What follows belongs to an exercise in optimizing a design on an open flow for small area, a short achievable clock period and few clock cycles per item; a production flow would make more cautious choices.
The RTL was checked by simulation tests, not by an equivalence proof against the original design.

### design.v
package sw_pkg;
    typedef logic [1:0] base_t;
    localparam int RIDX_W = $clog2(16);
    localparam int QIDX_W = $clog2(24);
    localparam int HW = $clog2(2 * 16 + 1);
endpackage
`timescale 1ns/1ps
module sw_sequencer (
    input  logic       clk,
    input  logic       reset,
    input  logic       i_valid,
    output logic       o_start,    
    output logic       o_load,     
    output logic [5:0] o_cnt,      
    output logic       o_busy,     
    output logic       o_last,     
    output logic       o_finish
);
    localparam int LAST = 24 + 16 - 3;
    logic       busy;
    logic [5:0] cnt;
    logic       fin;
    assign o_start = i_valid && !busy;
    assign o_load  = o_start || (busy && cnt < 6'(24 - 1));
    assign o_cnt   = cnt;
    assign o_last  = (cnt == 6'(LAST));
    assign o_busy  = busy;
    assign o_finish = fin;
    always_ff @(posedge clk or posedge reset) begin
        if (reset) begin
            busy <= 1'b0;
            cnt  <= '0;
            fin  <= 1'b0;
        end else begin
            fin <= busy && (cnt == 6'(LAST));
            if (o_start) begin
                busy <= 1'b1;
                cnt  <= '0;
            end else if (busy) begin
                cnt <= cnt + 1'b1;
                if (cnt == 6'(LAST)) begin
                    busy <= 1'b0;
                end
            end
        end
    end
endmodule
`timescale 1ns/1ps
module sw_pe #(
    parameter int J = 1
) (
    input  logic       clk,
    input  logic       i_diag,      
    input  logic       i_first,     
    input  logic       i_cell,      
    input  logic [1:0] i_query,     
    input  logic [1:0] i_ref_pin,   
    input  logic [5:0] i_h_left,    
    input  logic       i_eq_left,   
    input  logic [5:0] i_best,      
    input  logic [5:0] i_best_m2,   
    output logic [1:0] o_cand,      
    output logic       o_row1,      
    output logic [1:0] o_query,
    output logic [5:0] o_h,
    output logic       o_eq
);
    localparam int WH = $clog2(2 * J + 1);       
    localparam int WS = WH + 1;                  
    function automatic logic [1:0] cmp(input logic [WS-1:0] a, input logic [WS-1:0] b);
        logic g;
        logic p;
        g = 1'b0;
        p = 1'b1;
        for (int k = 0; k < WS; k++) begin
            g = (a[k] & ~b[k]) | ((a[k] | ~b[k]) & g);
            p = p & (a[k] | ~b[k]);
        end
        cmp = {g, g | p};
    endfunction
    function automatic logic [WS-1:0] gapv(input logic [WS-1:0] h, input logic e);
        logic c;
        gapv[0] = h[0] ^ e;
        c = h[0] & e;
        for (int k = 1; k < WS; k++) begin
            gapv[k] = ~(h[k] ^ c);
            c = h[k] | c;
        end
    endfunction
    logic [1:0]    ref_q;
    logic [1:0]    query_q;
    logic [WH-1:0] dg_q;
    logic [WH-1:0] h_q;
    logic          eq_i_q;
    logic          eq_d_q;
    logic [1:0]    cand_q;
    logic [1:0]    ref_b;
    logic [WH-1:0] hd;
    logic [WH-1:0] dg_nxt;
    logic [WH-1:0] dg_p2;
    logic [WH-1:0] dg_m1;
    logic [WS-1:0] ival;
    logic [WS-1:0] dval;
    logic [WS-1:0] ival_b;
    logic [WS-1:0] dval_b;
    logic [WS-1:0] dg_b;
    logic [1:0]    c_ig;
    logic [1:0]    c_dg;
    logic [1:0]    c_id;
    logic          eq_i;
    logic          eq_d;
    logic [WS-1:0] h_nxt;
    assign ref_b  = i_first ? i_ref_pin : ref_q;
    assign hd     = (J == 1) ? '0 : WH'(i_h_left);
    assign dg_p2  = hd + 2'd2;
    assign dg_m1  = (hd == '0) ? '0 : hd - 1'b1;
    assign dg_nxt = match ? dg_p2 : dg_m1;
    function automatic logic ge6(input logic [5:0] a, input logic [5:0] b);
        logic r;
        r = 1'b1;
        for (int k = 0; k < 6; k++) begin
            r = (a[k] & ~b[k]) | ((a[k] | ~b[k]) & r);
        end
        ge6 = r;
    endfunction
    logic       match;
    logic       match_q;        
    logic       cand_ok;
    logic       row1_q;
    logic       hd_ge;
    logic [3:0] d_oh;
    logic [3:0] g_oh;
    logic [1:0] cand;
    assign match   = (i_query == ref_b);
    assign match_q = (i_query == ref_q);
    assign cand_ok = (J == 16) ? (!i_first && match_q) : match;
    assign hd_ge = ge6(6'(hd), i_best_m2);           
    assign d_oh  = 4'b0001 << hd[1:0];
    assign g_oh  = 4'b0001 << (i_best[1:0] ^ 2'b10);  
    always_comb begin
        cand = 2'd0;
        if (J == 1 && i_first) begin
            cand = match ? 2'd3 : 2'd0;
        end else if (i_diag && cand_ok && hd_ge) begin
            if (|(d_oh & g_oh))                          cand = 2'd1;
            else if (|(d_oh & {g_oh[2:0], g_oh[3]}))     cand = 2'd2;
            else                                         cand = 2'd3;
        end
    end
    always_ff @(posedge clk) begin
        if (i_first) begin
            ref_q <= i_ref_pin;
        end
        query_q <= i_query;
        dg_q    <= dg_nxt;
        cand_q  <= cand;
        row1_q  <= i_diag && i_first && match;
    end
    assign ival   = gapv((J == 1) ? '0 : WS'(i_h_left), (J == 1) ? 1'b0 : i_eq_left);
    assign dval   = gapv(WS'(h_q), eq_d_q);
    assign ival_b = {~ival[WS-1], ival[WS-2:0]};
    assign dval_b = {~dval[WS-1], dval[WS-2:0]};
    assign dg_b   = {1'b1, dg_q};
    assign c_ig   = cmp(ival_b, dg_b);
    assign c_dg   = cmp(dval_b, dg_b);
    assign c_id   = cmp(ival_b, dval_b);
    assign eq_i   = c_ig[0] && c_id[0];
    assign eq_d   = c_dg[0] && !c_id[1];
    assign h_nxt  = (!c_ig[0] && !c_dg[0]) ? WS'(dg_q) : (eq_i ? ival : dval);
    always_ff @(posedge clk) begin
        h_q    <= i_cell ? WH'(h_nxt) : '0;
        eq_i_q <= eq_i;
        eq_d_q <= eq_d;
    end
    assign o_query = query_q;
    assign o_h     = 6'(h_q);
    assign o_eq    = eq_i_q;
    assign o_cand  = (J == 16) ? cand : cand_q;
    assign o_row1  = row1_q;
endmodule
`timescale 1ns/1ps
module sw_pe_array (
    input  logic                              clk,
    input  logic                              reset,
    input  logic                              i_start,
    input  logic                              i_load,
    input  logic [1:0]                        i_query_base,
    input  logic [1:0]                        i_ref_base,
    input  logic [5:0]                        i_best,
    input  logic [5:0]                        i_best_m2,
    output logic [16-1:0][1:0]       o_cand,
    output logic                              o_row1      
);
    logic [16-1:0]      row1_c;
    assign o_row1 = row1_c[16-1];
    logic [16-1:0]      cell_q;    
    logic [16-1:0][1:0] query_c;
    logic [16-1:0][5:0] h_c;
    logic [16-1:0]      eq_c;
    for (genvar j = 0; j < 16; j++) begin : g_cell
        logic       diag_act;
        logic       first;
        logic [1:0] query;
        logic [5:0] h_left;
        logic       eq_left;
        if (j == 0) begin : g_head
            assign diag_act = i_load;
            assign first    = i_start;
            assign query    = i_query_base;
            assign h_left   = '0;
            assign eq_left  = 1'b0;
        end else begin : g_body
            assign diag_act = cell_q[j-1];
            assign first    = cell_q[j-1] && !cell_q[j];
            assign query    = query_c[j-1];
            assign h_left   = h_c[j-1];
            assign eq_left  = eq_c[j-1];
        end
        always_ff @(posedge clk or posedge reset) begin
            if (reset) begin
                cell_q[j]  <= 1'b0;
            end else begin
                cell_q[j]  <= diag_act;
            end
        end
        sw_pe #(.J(j + 1)) u_pe (
            .clk        (clk),
            .i_diag     (diag_act),
            .i_first    (first),
            .i_cell     (cell_q[j]),
            .i_query    (query),
            .i_ref_pin  (i_ref_base),
            .i_h_left   (h_left),
            .i_eq_left  (eq_left),
            .i_best     (i_best),
            .i_best_m2  (i_best_m2),
            .o_cand     (o_cand[j]),
            .o_row1     (row1_c[j]),
            .o_query    (query_c[j]),
            .o_h        (h_c[j]),
            .o_eq       (eq_c[j])
        );
    end
endmodule
`timescale 1ns/1ps
module sw_max_tracker (
    input  logic                          clk,
    input  logic                          i_clear,   
    input  logic [5:0]                    i_cnt,
    input  logic                          i_last,    
    input  logic [16-1:0][1:0]   i_cand,
    input  logic                          i_row1,    
    output logic [5:0]                    o_best,    
    output logic [5:0]                    o_best_m2,
    output logic [5:0]                    o_max,
    output logic [4:0]                    o_pos_ref,
    output logic [4:0]                    o_pos_query
);
    localparam int N = 16;
    logic [5:0]   g_q;        
    logic [2:0]   step_q;     
    logic [4:0]   col_q;      
    logic [5:0]   diag_q;     
    logic [4:0]   row_q;      
    logic [5:0]   max_q;      
    logic [4:0]   ref_q;
    logic [N-1:0] c2;
    logic [N-1:0] c1;
    logic [N-1:0] c0;
    logic [N-1:0] below;      
    logic [N-1:0] c0b;
    logic         any2;
    logic         any1;
    logic         any0;
    logic [4:0]   enc2;
    logic [4:0]   enc1;
    logic [4:0]   enc0;
    logic [5:0]   cnt2;
    logic [5:0]   cnt3;
    logic [5:0]   g_p1;
    logic [5:0]   g_p2;
    logic         take;
    logic [5:0]   g_nxt;
    logic [4:0]   col_nxt;
    function automatic logic [4:0] lowest(input logic [N-1:0] v);
        lowest = '0;
        for (int k = N - 1; k >= 0; k--) begin
            if (v[k]) begin
                lowest = 5'(k + 1);
            end
        end
    endfunction
    for (genvar k = 0; k < N - 1; k++) begin : g_cls
        logic p2;
        logic p1;
        logic p0;
        assign p2 = i_cand[k] == 2'd3;
        assign p1 = i_cand[k] == 2'd2;
        assign p0 = i_cand[k] == 2'd1;
        assign c2[k] = p2 & step_q[0];
        assign c1[k] = (p2 & step_q[1]) | (p1 & step_q[0]);
        assign c0[k] = (p2 & step_q[2]) | (p1 & step_q[1]) | (p0 & step_q[0]);
        assign below[k] = (5'(k + 1) < col_q);
    end
    logic x2;
    logic x1;
    assign x2         = i_row1 && (g_q == 6'd0);
    assign x1         = i_row1 && (g_q == 6'd1);
    assign c2[N-1]    = (i_cand[N-1] == 2'd3) || x2;
    assign c1[N-1]    = (i_cand[N-1] == 2'd2) || x1;
    assign c0[N-1]    = 1'b0;
    assign below[N-1] = 1'b0;
    assign c0b     = c0 & below;
    assign any2    = |c2;
    assign any1    = |c1;
    assign any0    = |c0b;
    assign enc2    = lowest(c2);
    assign enc1    = lowest(c1);
    assign enc0    = lowest(c0b);
    assign cnt2    = i_cnt + 6'd2;
    assign cnt3    = i_cnt + 6'd3;
    assign g_p1    = g_q + 6'd1;
    assign g_p2    = g_q + 6'd2;
    assign take    = any2 || any1 || any0;
    assign g_nxt   = any2 ? g_p2 : (any1 ? g_p1 : g_q);
    assign col_nxt = any2 ? enc2 : (any1 ? enc1 : enc0);
    always_ff @(posedge clk) begin
        if (i_clear) begin
            g_q    <= '0;
            step_q <= 3'b001;
            col_q  <= 5'd1;
            diag_q <= 6'd2;
        end else begin
            step_q <= any2 ? 3'b100 : (any1 ? 3'b010 : 3'b001);
            if (take) begin
                g_q    <= g_nxt;
                col_q  <= col_nxt;
                if (col_nxt == 5'(N)) begin
                    diag_q <= (any2 ? x2 : x1) ? 6'(N + 1) : cnt3;
                end else begin
                    diag_q <= cnt2;
                end
            end
        end
        if (i_last) begin
            max_q <= g_nxt;
            ref_q <= take ? col_nxt : col_q;
        end
        if (i_last && take) begin
            row_q <= 5'(24);
        end else begin
            row_q <= diag_q[4:0] - col_q;
        end
    end
    assign o_best      = g_q;
    assign o_best_m2   = (g_q > 6'd2) ? g_q - 6'd2 : 6'd0;
    assign o_max       = max_q;
    assign o_pos_ref   = ref_q;
    assign o_pos_query = row_q;
endmodule
`timescale 1ns/1ps
module sw_top (
    input  logic                                clk,
    input  logic                                reset,
    input  logic                                i_valid,
    input  sw_pkg::base_t                       i_ref_base,
    input  sw_pkg::base_t                       i_query_base,
    output logic                                o_finish,
    output logic [8-1:0]              o_max,
    output logic [sw_pkg::RIDX_W:0]             o_pos_ref,
    output logic [sw_pkg::QIDX_W:0]             o_pos_query
);
    logic                        start;
    logic                        load;
    logic [5:0]                  cnt;
    logic                        last;
    logic                        busy;
    logic [5:0]                  best_m2;
    logic [16-1:0][1:0] cand;
    logic                        row1;
    logic [5:0]                  best_s;
    logic [5:0]                  best_g;
    logic [4:0]                  best_j;
    logic [4:0]                  best_i;
    sw_sequencer u_sequencer (
        .clk      (clk),
        .reset    (reset),
        .i_valid  (i_valid),
        .o_start  (start),
        .o_load   (load),
        .o_cnt    (cnt),
        .o_busy   (busy),
        .o_last   (last),
        .o_finish (o_finish)
    );
    sw_pe_array u_pe_array (
        .clk          (clk),
        .reset        (reset),
        .i_start      (start),
        .i_load       (load),
        .i_query_base (i_query_base),
        .i_ref_base   (i_ref_base),
        .i_best       (best_g),
        .i_best_m2    (best_m2),
        .o_cand       (cand),
        .o_row1       (row1)
    );
    sw_max_tracker u_max_tracker (
        .clk         (clk),
        .i_clear     (start),
        .i_cnt       (cnt),
        .i_last      (last),
        .i_cand      (cand),
        .i_row1      (row1),
        .o_best      (best_g),
        .o_best_m2   (best_m2),
        .o_max       (best_s),
        .o_pos_ref   (best_j),
        .o_pos_query (best_i)
    );
    assign o_max       = 8'(best_s);
    assign o_pos_ref   = best_j;
    assign o_pos_query = {1'b0, best_i};
endmodule
### run.sh
#!/bin/bash
# synth_recipe.tcl (not shown) runs the flow's synth.tcl, then flattens the netlist and writes it again
# the make line also repeats each setting of config.mk as NAME=value (left out here)
make -C /OpenROAD-flow-scripts/flow DESIGN_CONFIG=/design/flow/config.mk WORK_HOME=/design/flow/orfs CLKGATE_MAP_FILE= SYNTH_SCRIPT=/design/flow/synth_recipe.tcl finish
### config.mk
export PLATFORM = sky130hd
export DESIGN_NAME = sw_top
export DESIGN_NICKNAME = sw_top
export VERILOG_FILES = /design/flow/design.v
export SDC_FILE = /design/flow/constraint.sdc
export NUM_CORES = 4
export LEC_CHECK = 0
export ABC_AREA = 1
export CAP_MARGIN = 20
export CORE_MARGIN = 2
export CORE_UTILIZATION = 40
export CTS_CLUSTER_DIAMETER = 80
export CTS_CLUSTER_SIZE = 60
export SETUP_SLACK_MARGIN = 4.75
export SLEW_MARGIN = 20
export TNS_END_PERCENT = 100
### constraint.sdc
create_clock -name core_clock -period 7.5 [get_ports {clk}]
set_input_delay 1.5000 -clock core_clock [delete_from_list [all_inputs] [get_ports {clk}]]
set_output_delay 1.5000 -clock core_clock [all_outputs]
set_load 0.01 [all_outputs]
==> metrics.md, run 1 <==
| Metric | Value |
|---|---|
| Cell count after placement | `between 3000 and 4000` |
| Final count of pins violating max slew | `0` |
| Setup slack after placement | `3.43 ns` |
| WP data arrival | `1.23 ns` |
| Post-synthesis async set-or-reset flop share | `7.82%` |
| Most area-hungry cell type in the Yosys netlist | `sky130_fd_sc_hd__dfxtp_1` |
| Final Net Count | `3124` |
| Final Worst Setup Slack | `approximately 4.8 ns` |
| Via count of the first global-routing pass | `approximately 18000` |
| Total via count after detailed routing | `19300` |
| Post-synthesis area per instance | `about 7.2 um2` |
| Setup crit start | `u_max_tracker.ref_q[3]` |
| Syn Std Cell Area | `between 0.02 and 0.025 mm2` |
| Type of the worst setup path | `reg -> out` |
| Number of nets still failing antenna checks after routing | `0` |
| Post-DP HPWL | `between 30000 and 40000 um` |
| Sequential cell area fraction in the yosys report | `between 30% and 40%` |
| Largest fanout on the critical path | `1` |
| Delay of the slowest cell on the worst path | `between 0.4 and 0.5 ns` |
| Initial DRC Count | `roughly 1700` |
| Max-cap viol count | `0` |
| Starting density of the core | `roughly two fifths` |
| Number of port buffers | `23` |
| Most frequent cells after synthesis | `603 x sky130_fd_sc_hd__nand2_1, 447 x sky130_fd_sc_hd__inv_1, 273 x sky130_fd_sc_hd__o21ai_0` |
| Count of final hold-check violations | `0` |
| Post-layout min period | `roughly 2.7 ns` |
| Family with the most delay on the worst path | `flip-flops` |
| Worst slew margin relative to its limit | `between 50% and 60%` |
| Capturing element of the worst setup path | `o_pos_ref[3]` |
| Actual slew at the worst max-slew pin | `between 0.6 and 0.7 ns` |
| DR pass1 iterations | `9` |
| Reg-to-reg critical path endpoint | `u_max_tracker.diag_q[2]` |
| Die span in y | `228 um` |
| Worst Skew | `0.0256 ns` |
| Dominant cell by count in the synthesized netlist | `sky130_fd_sc_hd__nand2_1` |
| Global routing met3 resource utilization | `under 10%` |
| Number of ports placed on the die boundary | `27` |
| Clock buffer count from CTS | `22` |
| Fill cell instance count of the final layout | `between 4000 and 5000` |
| Post-Layout Cell Count | `between 3000 and 4000` |
| Overall fraction of global-route tracks in use | `21.1%` |
| CP endpoint kind | `output pin` |
| #FFs+latches synth | `307` |
| Routed wire length per instance | `around 16 um` |
| Yosys Warn Count | `19` |
| Register-to-register setup slack | `just under 5 ns` |
| Sinks on Clock Net | `about 310` |
| Cell depth of the worst setup path | `1` |
| CTS Buffer Depth | `3` |
| Die Span X | `about 230 um` |
| Crit Reg-Reg Startpoint | `u_max_tracker.g_q[0]` |
| Summed negative setup slack over all endpoints | `0 ns` |
| Remaining design rule violation count | `0` |
| Cells after Synth | `2813` |
| Syn-to-layout area delta | `17.0%` |
| Hold Crit Class | `reg -> reg` |
| Clock network latency to the later pin of the worst-skew pair | `roughly 0.56 ns` |
| Clock tree root buffer cell | `sky130_fd_sc_hd__clkbuf_16` |
| Count of flip-flops with a built-in enable after synthesis | `11` |
| Data required time of the worst path | `6.00 ns` |
| Pin count of the biggest net entering global routing | `32` |
| Count of cells along the worst register-to-register path | `20` |
| Aggregate global routing overflow | `0` |
| Number of antenna violations at the first check in global routing | `0` |
| Core outline area | `about 0.05 mm2` |
| Count of inserted antenna diode cells | `0` |
| Global route hottest layer | `met2` |
| Number of library cell types mapped by synthesis | `63` |
| Wire length of the first global-routing pass | `just over 90000 um` |
| Share of the core filled with cells | `between 40% and 50%` |
| Standard-cell row count | `82` |
| Register area | `0.00648 mm2` |
| TritonCTS clock tree | `built` |
| Post-DR vias/cell | `5.38` |
| Routed WL | `between 50000 and 60000 um` |
| Clk slew on worst S/H paths | `0.11 ns` |
| Share of post-route cells with drive strength above 1 | `around 13%` |
| Startpoint class of the critical path | `register` |
| Chain of cells forming the critical path | `clkdlybuf4s15_1` |
| Unrepaired setup endpoints after global routing | `yes` |
| DIE AREA | `about 0.052 mm2` |
| Share of the synthesized area in the top cell type | `approximately 27%` |
| Portion of the clock cycle consumed by the worst path in the final layout | `36.3%` |
| Critical path buffers and inverters | `1` |
| Placer Congestion | `between 0.9 and 1` |
| Met1 capacity usage during global routing | `between 20% and 30%` |
| Final setup vio count | `0` |
| Area of the multi-input gates | `around 0.013 mm2` |
| Top area cells in the synthesized netlist | `sky130_fd_sc_hd__dfxtp_1 27%, sky130_fd_sc_hd__ha_1 13%, sky130_fd_sc_hd__nand2_1 11%` |
| Cell with the largest stage delay on the worst path | `sky130_fd_sc_hd__edfxtp_1` |
| Met2 capacity usage during global routing | `about a third` |
| Dominant synthesized flop cell | `sky130_fd_sc_hd__dfxtp_1` |
| Worst hold path startpoint | `u_pe_array.g_cell[3].u_pe.query_q[0]` |
| Achievable clock frequency | `between 0.3 and 0.4 GHz` |
| H-tree depth reported by CTS | `1` |
| Outcome | `complete, no violations` |
cell type report:
class | instances | area share (%)
tap | 672 | 3.57
clock buffer | 23 | 2.44
clock inverter | 16 | 0.951
inverter | 458 | 7.64
sequential | 307 | 27.5
multi-input combinational | 1998 | 53.2
timing repair buffer | 118 | 4.71
worst min-delay path by stage:
stage	cells past startpoint	end	slack, ns
global placement	0	u_pe_array.g_cell[14].u_pe.query_q[1]	0.36
global route	0	u_pe_array.g_cell[4].u_pe.query_q[0]	0.36
finish	0	u_pe_array.g_cell[4].u_pe.query_q[0]	0.35
CTS	0	u_pe_array.g_cell[4].u_pe.query_q[0]	0.36
floorplan	0	u_pe_array.g_cell[10].u_pe.query_q[0]	0.35
detailed placement	0	u_pe_array.g_cell[12].u_pe.query_q[0]	0.36
registers in the layout, summed over array words and instances, names as in the netlist:
signal,count
u_pe_array.g_cell.u_pe.eq_i_q,13
u_max_tracker.col_q,5
u_max_tracker.diag_q,5
u_max_tracker.row_q,5
u_sequencer.fin,1
u_sequencer.busy,1
u_pe_array.g_cell.u_pe.dg_q,63
u_pe_array.g_cell.u_pe.cand_q,30
u_max_tracker.max_q,6
u_pe_array.cell_q,16
u_max_tracker.step_q,3
u_pe_array.g_cell.u_pe.eq_d_q,15
u_max_tracker.g_q,6
u_pe_array.g_cell.u_pe.h_q,64
u_max_tracker.ref_q,5
u_pe_array.g_cell.u_pe.query_q,30
u_pe_array.g_cell.u_pe.row1_q,1
u_sequencer.cnt,6
u_pe_array.g_cell.u_pe.ref_q,32
routing by layer:
| layer | vias up | share of wire (%) |
|---|---|---|
| met5 | - | 0 |
| met4 | 0 | 3.6 |
| met2 | 639 | 44 |
| li1 | 9610 | - |
| met3 | 129 | 6.2 |
| met1 | 8955 | 46 |
per-stage QoR:
step	area [um2]	hold slack, ns
2_1_floorplan	20100	0.350
3_3_place_gp	21000	0.360
3_5_place_dp	21000	0.360
4_1_cts	22400	0.357
5_1_grt	23600	0.362
6_report	23600	0.351
layout by cell type, fill, tap and decap left out, types with 32 or more instances in the layout:
cell	synthesis	layout
sky130_fd_sc_hd__nand2_2	7	33
sky130_fd_sc_hd__o21ai_1	6	37
sky130_fd_sc_hd__nor2_1	174	170
sky130_fd_sc_hd__o21ai_0	273	232
sky130_fd_sc_hd__a21oi_1	102	100
sky130_fd_sc_hd__o21bai_1	34	32
sky130_fd_sc_hd__buf_4	7	75
sky130_fd_sc_hd__dfxtp_1	272	237
sky130_fd_sc_hd__inv_1	447	414
sky130_fd_sc_hd__o22ai_1	107	105
sky130_fd_sc_hd__nand3_1	135	130
sky130_fd_sc_hd__ha_1	211	187
sky130_fd_sc_hd__nand2_1	603	575
sky130_fd_sc_hd__o211ai_1	35	35
sky130_fd_sc_hd__xnor2_1	52	52
cell families (layout without fill, tap and decap cells):
logic type      Yosys count  after routing  synth area share [%]
compound gates          679            680                  20.3
fa+ha+maj               220            220                  13.6
other cells               1              3                0.0186
xor+xnor                 82             82                  3.57
flops                   307            307                  31.7
simple gates           1006           1012                  20.8
mux                       1              1                0.0559
buf+inv                 517            615                  9.92
what timing repair did:
item	4_1_cts	5_1_grt
gates cloned	4	5
pin swaps	10	52
setup endpoints to repair	201	125
hold endpoints to repair	0	0
setup buffers	35	50
resized for setup	123	214
hold buffers	0	0
Testbench counts, summed over its fixed seeds: cycles 12,480, runs 320.
==> run 2: changes to the inputs <==
--- a/config.mk
+++ b/config.mk
@@ -11,6 +11,6 @@
 export CORE_UTILIZATION = 40
 export CTS_CLUSTER_DIAMETER = 80
 export CTS_CLUSTER_SIZE = 60
-export SETUP_SLACK_MARGIN = 4.75
+export SETUP_SLACK_MARGIN = 4.6
 export SLEW_MARGIN = 20
 export TNS_END_PERCENT = 100
==> metrics.md, run 2 <==
| Metric | Value |
|---|---|
| Share of the synthesized area in the top cell type | `27.0% (unchanged)` |
| Biggest regs | `u_pe_array.g_cell.u_pe.h_q (64), u_pe_array.g_cell.u_pe.dg_q (63), u_pe_array.g_cell.u_pe.ref_q (32) (unchanged)` |
| Die Span X | `228 um (unchanged)` |
| Routed WL | `57900 um (was 58100 um)` |
| Placer Congestion | `0.907 (was 0.939)` |
| Final Worst Setup Slack | `4.67 ns (was 4.77 ns)` |
| Largest fanout on the critical path | `15 (was 1)` |
| Clock tree root buffer cell | `sky130_fd_sc_hd__clkbuf_16 (unchanged)` |
| Syn Std Cell Area | `0.0201 mm2 (unchanged)` |
| Number of nets still failing antenna checks after routing | `0 (unchanged)` |
| Top area cells in the synthesized netlist | `sky130_fd_sc_hd__dfxtp_1 27%, sky130_fd_sc_hd__ha_1 13%, sky130_fd_sc_hd__nand2_1 11% (unchanged)` |
| Outcome | `complete, no violations (unchanged)` |
| Met2 capacity usage during global routing | `34.7% (was 34.4%)` |
| Data required time of the worst path | `8.00 ns (was 6.00 ns)` |
| Count of final hold-check violations | `0 (unchanged)` |
| Unrepaired setup endpoints after global routing | `yes (unchanged)` |
| TritonCTS clock tree | `built (unchanged)` |
| CP endpoint kind | `register (was output pin)` |
| Yosys Warn Count | `19 (unchanged)` |
| Number of port buffers | `23 (unchanged)` |
| Final Net Count | `3108 (was 3124)` |
| #FFs+latches synth | `307 (unchanged)` |
| Pin count of the biggest net entering global routing | `32 (unchanged)` |
| Syn-to-layout area delta | `14.4% (was 17.0%)` |
| Cells after Synth | `2813 (unchanged)` |
| CTS Buffer Depth | `3 (unchanged)` |
| Dominant cell by count in the synthesized netlist | `sky130_fd_sc_hd__nand2_1 (unchanged)` |
| Post-DR vias/cell | `5.32 (was 5.38)` |
| WP data arrival | `3.33 ns (was 1.23 ns)` |
| Top library cells by usage in the layout, fill and taps aside | `587 x sky130_fd_sc_hd__nand2_1, 426 x sky130_fd_sc_hd__inv_1, 245 x sky130_fd_sc_hd__o21ai_0 (was 575 x sky130_fd_sc_hd__nand2_1, 414 x sky130_fd_sc_hd__inv_1, 237 x sky130_fd_sc_hd__dfxtp_1)` |
| Summed negative setup slack over all endpoints | `0 ns (unchanged)` |
| Routed wire length per instance | `16.2 um (about the same)` |
| DR pass1 iterations | `6 (was 9)` |
| Actual slew at the worst max-slew pin | `0.606 ns (was 0.644 ns)` |
| Most frequent cells after synthesis | `603 x sky130_fd_sc_hd__nand2_1, 447 x sky130_fd_sc_hd__inv_1, 273 x sky130_fd_sc_hd__o21ai_0 (unchanged)` |
| Cell with the largest stage delay on the worst path | `sky130_fd_sc_hd__clkdlybuf4s50_1 (was sky130_fd_sc_hd__edfxtp_1)` |
| Chain of cells forming the critical path | `clkdlybuf4s50_1 > clkinvlp_4 > buf_12 > o21ai_0 > xnor2_1 > nand2_1 > nor3_1 > o211ai_1 > nor2_1 (was clkdlybuf4s15_1)` |
| Post-DP HPWL | `40500 um (was 39600 um)` |
| Number of flip-flops under the largest register name | `64 (unchanged)` |
| Aggregate global routing overflow | `0 (unchanged)` |
| Worst Skew | `0.0341 ns (was 0.0256 ns)` |
| Fill cell instance count of the final layout | `5016 (was 4926)` |
| Starting density of the core | `40.3% (unchanged)` |
| Number of library cell types mapped by synthesis | `63 (unchanged)` |
| Clock network latency to the later pin of the worst-skew pair | `0.58 ns (was 0.56 ns)` |
| Met1 capacity usage during global routing | `29.5% (was 29.3%)` |
| Post-synthesis async set-or-reset flop share | `7.82% (unchanged)` |
| Startpoint class of the critical path | `input port (was register)` |
| Most frequent standard cell in the layout excluding fill and tap cells | `sky130_fd_sc_hd__nand2_1 (unchanged)` |
| Count of inserted antenna diode cells | `0 (unchanged)` |
| Most area-hungry cell type in the Yosys netlist | `sky130_fd_sc_hd__dfxtp_1 (unchanged)` |
| DIE AREA | `0.0522 mm2 (unchanged)` |
| Post-synthesis area per instance | `7.16 um2 (unchanged)` |
| Global route hottest layer | `met2 (unchanged)` |
| Standard-cell row count | `82 (unchanged)` |
| Overall fraction of global-route tracks in use | `21.1% (about the same)` |
| Clk slew on worst S/H paths | `0.10 ns (was 0.11 ns)` |
| Sequential cell area fraction in the yosys report | `31.7% (unchanged)` |
| Wire length of the first global-routing pass | `91100 um (unchanged)` |
| Final setup vio count | `0 (unchanged)` |
| Final count of pins violating max slew | `0 (unchanged)` |
| Number of antenna violations at the first check in global routing | `1 (was 0)` |
| Count of flip-flops with a built-in enable after synthesis | `11 (unchanged)` |
| H-tree depth reported by CTS | `1 (unchanged)` |
| Worst slew margin relative to its limit | `59.1% (was 57.0%)` |
| Remaining design rule violation count | `0 (unchanged)` |
| Number of ports placed on the die boundary | `27 (unchanged)` |
| Initial DRC Count | `1598 (was 1672)` |
| Delay of the slowest cell on the worst path | `0.50 ns (was 0.43 ns)` |
| Sinks on Clock Net | `307 (unchanged)` |
| Hold Crit Class | `reg -> reg (unchanged)` |
| Share of post-route cells with drive strength above 1 | `9.64% (was 12.5%)` |
| Via count of the first global-routing pass | `17500 (was 17600)` |
| Clock buffer count from CTS | `22 (unchanged)` |
| Global routing met3 resource utilization | `1.93% (was 2.15%)` |
| Setup slack after placement | `3.60 ns (was 3.43 ns)` |
| Total via count after detailed routing | `19000 (was 19300)` |
| Portion of the clock cycle consumed by the worst path in the final layout | `37.8% (was 36.3%)` |
| Core outline area | `0.0500 mm2 (unchanged)` |
| Die span in y | `228 um (unchanged)` |
| Post-layout min period | `2.83 ns (was 2.73 ns)` |
| Max-cap viol count | `0 (unchanged)` |
| Type of the worst setup path | `in -> reg (was reg -> out)` |
| Achievable clock frequency | `0.353 GHz (was 0.367 GHz)` |
| Largest Register | `u_pe_array.g_cell.u_pe.h_q (unchanged)` |
| Dominant synthesized flop cell | `sky130_fd_sc_hd__dfxtp_1 (unchanged)` |
## run 2: kinds of logic (layout without fill, tap and decap cells)
group	count (synthesis)	after routing	synth area share [%]
buffers and inverters	517	601	9.92
other	1	3	0.0186
xor gates and xnor gates	82	82	3.57
DFF	307	307	31.7
and+or+nand+nor	1006	1011	20.8
adders and majority gates	220	220	13.6
AOI/OAI and AO/OA	679	680	20.3
muxes	1	1	0.0559
## run 2: repair_timing
action,in CTS,in global routing
setup buffers,16,53
cloned,0,7
hold buffers,0,0
resized for setup,72,140
pin swaps,1,19
setup endpoints to repair,179,133
## run 2: critical path, delay by kind of cell
| family | cells | cell delay (ns) |
|---|---|---|
| buffers and inverters | 3 | 0.77 |
| xor gates and xnor gates | 1 | 0.16 |
| AOI/OAI and AO/OA | 2 | 0.42 |
| and+or+nand+nor | 3 | 0.48 |
## run 2: worst paths after layout
check / startpoint / to / slack [ns] / depth (start not counted)
setup / recovery: i_ref_base[1] / u_pe_array.g_cell[4].u_pe.cand_q[1] / 4.67 / 9
hold / removal: u_pe_array.g_cell[7].u_pe.query_q[1] / u_pe_array.g_cell[8].u_pe.query_q[1] / 0.37 / 0
setup reg to reg: u_max_tracker.g_q[0] / u_max_tracker.row_q[3] / 4.72 / 20
hold reg to reg: u_pe_array.g_cell[7].u_pe.query_q[1] / u_pe_array.g_cell[8].u_pe.query_q[1] / 0.37 / 0
max in group asynchronous: reset / u_sequencer.fin / 5.78 / 3
min in group asynchronous: reset / u_pe_array.cell_q[1] / 1.35 / 3
## run 2: stage by stage
stage	hold WS [ns]	area (um2)	utilization [%]	cells
detailed placement	0.360	21000	42.1	3461
floorplan	0.350	20100	-	2815
global placement	0.355	21000	42.1	3461
global route	0.375	23000	46.1	3577
finish	0.370	23000	46.1	3577
CTS	0.371	22200	44.4	3517
## run 2: layout make-up
type	instances	area [um2]	share of cell area, %
repair buffers	103	917	3.98
multi-input cells	1997	12100	52.7
clock inverters	16	280	1.22
well taps	672	841	3.65
inverters	458	1800	7.80
clock buffers	24	589	2.56
flip-flops and latches	307	6470	28.1
## run 2: routing by layer
metal | up-vias | part of all wire [%]
li1 | 9571 | -
met1 | 8813 | 46
met2 | 536 | 45
met3 | 109 | 5.7
met4 | 2 | 2.8
met5 | - | 0.021
==> run 3: changes to the inputs <==
--- a/config.mk
+++ b/config.mk
@@ -11,6 +11,6 @@
 export CORE_UTILIZATION = 40
 export CTS_CLUSTER_DIAMETER = 80
 export CTS_CLUSTER_SIZE = 60
-export SETUP_SLACK_MARGIN = 4.6
+export SETUP_SLACK_MARGIN = 4.9
 export SLEW_MARGIN = 20
 export TNS_END_PERCENT = 100
==> metrics.md, run 3 <==
| Metric | Value |
|---|---|
| Number of library cell types mapped by synthesis | `63 (unchanged)` |
| Delay of the slowest cell on the worst path | `0.38 ns (was 0.50 ns)` |
| Remaining design rule violation count | `0 (unchanged)` |
| Cell count after placement | `3463 (was 3461)` |
| Crit Reg-Reg Startpoint | `u_max_tracker.g_q[0] (unchanged)` |
| Yosys Warn Count | `19 (unchanged)` |
| Largest fanout on the critical path | `1 (was 15)` |
| CP endpoint kind | `output pin (was register)` |
| Standard-cell row count | `82 (unchanged)` |
| Data required time of the worst path | `6.00 ns (was 8.00 ns)` |
| Post-DP HPWL | `41000 um (was 40500 um)` |
| H-tree depth reported by CTS | `1 (unchanged)` |
| Type of the worst setup path | `reg -> out (was in -> reg)` |
| Number of port buffers | `23 (unchanged)` |
| Family with the most delay on the worst path | `flip-flops (was buffers and inverters)` |
| Cell depth of the worst setup path | `1 (was 9)` |
| Count of inserted antenna diode cells | `0 (unchanged)` |
| Final Net Count | `3167 (was 3108)` |
| Capturing element of the worst setup path | `o_pos_ref[3] (was u_pe_array.g_cell[4].u_pe.cand_q[1])` |
| Clock tree root buffer cell | `sky130_fd_sc_hd__clkbuf_16 (unchanged)` |
| Critical path buffers and inverters | `1 (was 3)` |
| Most frequent cells after synthesis | `603 x sky130_fd_sc_hd__nand2_1, 447 x sky130_fd_sc_hd__inv_1, 273 x sky130_fd_sc_hd__o21ai_0 (unchanged)` |
| Dominant synthesized flop cell | `sky130_fd_sc_hd__dfxtp_1 (unchanged)` |
| Share of the synthesized area in the top cell type | `27.0% (unchanged)` |
| Reg-to-reg critical path endpoint | `u_max_tracker.row_q[3] (unchanged)` |
| Dominant cell by count in the synthesized netlist | `sky130_fd_sc_hd__nand2_1 (unchanged)` |
| Chain of cells forming the critical path | `buf_2 (was clkdlybuf4s50_1 > clkinvlp_4 > buf_12 > o21ai_0 > xnor2_1 > nand2_1 > nor3_1 > o211ai_1 > nor2_1)` |
| Count of flip-flops with a built-in enable after synthesis | `11 (unchanged)` |
| Cells after Synth | `2813 (unchanged)` |
| Sequential cell area fraction in the yosys report | `31.7% (unchanged)` |
| Post-synthesis async set-or-reset flop share | `7.82% (unchanged)` |
| Max-cap viol count | `0 (unchanged)` |
| Hold Crit Class | `reg -> reg (unchanged)` |
| Summed negative setup slack over all endpoints | `0 ns (unchanged)` |
| Clock network latency to the later pin of the worst-skew pair | `0.56 ns (was 0.58 ns)` |
| Post-layout min period | `2.59 ns (was 2.83 ns)` |
| Via count of the first global-routing pass | `18200 (was 17500)` |
| Final setup vio count | `0 (unchanged)` |
| Unrepaired setup endpoints after global routing | `yes (unchanged)` |
| Largest Register | `u_pe_array.g_cell.u_pe.h_q (unchanged)` |
| Area after detailed placement | `0.0211 mm2 (was 0.0210 mm2)` |
| Number of nets still failing antenna checks after routing | `0 (unchanged)` |
| Number of ports placed on the die boundary | `27 (unchanged)` |
| Initial DRC Count | `1465 (was 1598)` |
| Cell with the largest stage delay on the worst path | `sky130_fd_sc_hd__edfxtp_1 (was sky130_fd_sc_hd__clkdlybuf4s50_1)` |
| Share of post-route cells with drive strength above 1 | `19.1% (was 9.64%)` |
| Most area-hungry cell type in the Yosys netlist | `sky130_fd_sc_hd__dfxtp_1 (unchanged)` |
| Number of flip-flops under the largest register name | `64 (unchanged)` |
| Final standard cell area without fillers | `0.0246 mm2 (was 0.0230 mm2)` |
| Worst Skew | `0.0228 ns (was 0.0341 ns)` |
| Post-Layout Cell Count | `3636 (was 3577)` |
| Number of antenna violations at the first check in global routing | `0 (was 1)` |
| Fill cell instance count of the final layout | `4879 (was 5016)` |
| Placer Congestion | `0.950 (was 0.907)` |
| Die Span X | `228 um (unchanged)` |
| Actual slew at the worst max-slew pin | `0.611 ns (was 0.606 ns)` |
| Syn-to-layout area delta | `22.3% (was 14.4%)` |
| Routed WL | `60400 um (was 57900 um)` |
| Post-DR vias/cell | `5.39 (was 5.32)` |
| Tightest hold margin | `0.368 ns (was 0.370 ns)` |
| Clk slew on worst S/H paths | `0.08 ns (was 0.10 ns)` |
| Pin count of the biggest net entering global routing | `32 (unchanged)` |
| Portion of the clock cycle consumed by the worst path in the final layout | `34.5% (was 37.8%)` |
| Count of cells along the worst register-to-register path | `19 (was 20)` |
| Achievable clock frequency | `0.386 GHz (was 0.353 GHz)` |
| CTS Buffer Depth | `3 (unchanged)` |
| TritonCTS clock tree | `built (unchanged)` |
| Outcome | `complete, no violations (unchanged)` |
| Post-synthesis area per instance | `7.16 um2 (unchanged)` |
| Count of final hold-check violations | `0 (unchanged)` |
| Syn Std Cell Area | `0.0201 mm2 (unchanged)` |
| Core outline area | `0.0500 mm2 (unchanged)` |
| Sinks on Clock Net | `307 (unchanged)` |
| Starting density of the core | `40.3% (unchanged)` |
| Startpoint class of the critical path | `register (was input port)` |
| Aggregate global routing overflow | `0 (unchanged)` |
| Clock buffer count from CTS | `23 (was 22)` |
| Overall fraction of global-route tracks in use | `22.0% (was 21.1%)` |
| #FFs+latches synth | `307 (unchanged)` |
| Share of the core filled with cells | `49.3% (was 46.1%)` |
| Worst slew margin relative to its limit | `58.2% (was 59.1%)` |
| DR pass1 iterations | `6 (unchanged)` |
| Routed wire length per instance | `16.6 um (was 16.2 um)` |
| Most frequent standard cell in the layout excluding fill and tap cells | `sky130_fd_sc_hd__nand2_1 (unchanged)` |
| Biggest regs | `u_pe_array.g_cell.u_pe.h_q (64), u_pe_array.g_cell.u_pe.dg_q (63), u_pe_array.g_cell.u_pe.ref_q (32) (unchanged)` |
| Top area cells in the synthesized netlist | `sky130_fd_sc_hd__dfxtp_1 27%, sky130_fd_sc_hd__ha_1 13%, sky130_fd_sc_hd__nand2_1 11% (unchanged)` |
| Setup crit start | `u_max_tracker.ref_q[3] (was i_ref_base[1])` |
| WP data arrival | `1.09 ns (was 3.33 ns)` |
| Register area | `0.00651 mm2 (was 0.00647 mm2)` |
| Top library cells by usage in the layout, fill and taps aside | `549 x sky130_fd_sc_hd__nand2_1, 398 x sky130_fd_sc_hd__inv_1, 224 x sky130_fd_sc_hd__dfxtp_1 (was 587 x sky130_fd_sc_hd__nand2_1, 426 x sky130_fd_sc_hd__inv_1, 245 x sky130_fd_sc_hd__o21ai_0)` |
| Total via count after detailed routing | `19600 (was 19000)` |
| Final count of pins violating max slew | `0 (unchanged)` |
| Register-to-register setup slack | `4.93 ns (was 4.72 ns)` |
| Hold buffers post-CTS | `0 (unchanged)` |
| DIE AREA | `0.0522 mm2 (unchanged)` |
| Area of the multi-input gates | `0.0133 mm2 (was 0.0121 mm2)` |
| Wire length of the first global-routing pass | `94400 um (was 91100 um)` |
| Die span in y | `228 um (unchanged)` |
run 3: what timing repair did:
| item | 4_1_cts | 5_1_grt |
|---|---|---|
| endpoints found under the setup margin | 210 | 155 |
| resized for setup | 313 | 274 |
| gates cloned | 9 | 0 |
| pin swaps | 38 | 102 |
| setup buffers | 70 | 53 |
run 3: area by class of cell:
class	instances	area share, %
Tap cell	672	3.41
Timing Repair Buffer	159	5.51
Clock buffer	27	2.48
Sequential cell	307	26.4
Multi-Input combinational cell	1999	53.9
Clock inverter	14	0.869
Inverter	458	7.40
run 3: cells by family after synthesis:
group	count (synthesis)	synth area share, %
fa+ha+maj	220	13.6
simple gates	1006	20.8
xor+xnor	82	3.57
flops	307	31.7
compound gates	679	20.3
mux	1	0.0559
other cells	1	0.0186
buf+inv	517	9.92
run 3: stage by stage:
step | setup slack (ns)
2_1_floorplan | 4.86
3_3_place_gp | 3.66
3_5_place_dp | 3.66
4_1_cts | 4.89
5_1_grt | 4.78
6_report | 4.91
run 3: layer usage:
metal	global-route usage (%)	share of wire, %	vias up
met5	0	0	-
met4	6.72	3.3	0
met3	2.79	6.7	136
met2	36.2	45	640
met1	29.9	45	9149
li1	-	-	9690
run 3: worst min path at each step:
stage                                     startpoint                                     to  slack (ns)  cells past startpoint
2_1_floorplan   u_pe_array.g_cell[9].u_pe.query_q[0]  u_pe_array.g_cell[10].u_pe.query_q[0]        0.35                      0
3_3_place_gp    u_pe_array.g_cell[8].u_pe.query_q[0]   u_pe_array.g_cell[9].u_pe.query_q[0]        0.36                      0
3_5_place_dp    u_pe_array.g_cell[6].u_pe.query_q[0]   u_pe_array.g_cell[7].u_pe.query_q[0]        0.36                      0
4_1_cts         u_pe_array.g_cell[5].u_pe.query_q[0]   u_pe_array.g_cell[6].u_pe.query_q[0]        0.37                      0
5_1_grt        u_pe_array.g_cell[10].u_pe.query_q[1]  u_pe_array.g_cell[11].u_pe.query_q[1]        0.37                      0
6_report        u_pe_array.g_cell[5].u_pe.query_q[0]   u_pe_array.g_cell[6].u_pe.query_q[0]        0.37                      0

[re-timing with driven ports]
Ports are ideal in the flow. The routed layouts listed here were re-timed in OpenROAD. Step 1 assumes that a clkbuf_16 drives the clock port and a buf_2 every other input. Step 2, shift: input delay + t, output delay - t, t = (earliest + latest rising clock arrival at the registers) / 2. This alone moves slack from input paths to output paths. Three values: ideal, step 1, step 2; two values: the first two.
| run | t (ns) | slack for setup (ns) | latest minus earliest clock arrival (ns) |
|---|---|---|---|
| run 1 | 0.603 | 4.774 / 4.716 / 4.310 | 0.026 / 0.027 |
| run 2 | 0.617 | 4.666 / 4.679 / 4.078 | 0.042 / 0.041 |
| run 3 | 0.607 | 4.913 / 4.854 / 4.403 | 0.027 / 0.027 |
After both steps setup and hold are still met in every run listed. For run 2, which loses most, drivers alone change the setup slack by +0.013 ns; drivers and shift together by -0.588 ns.
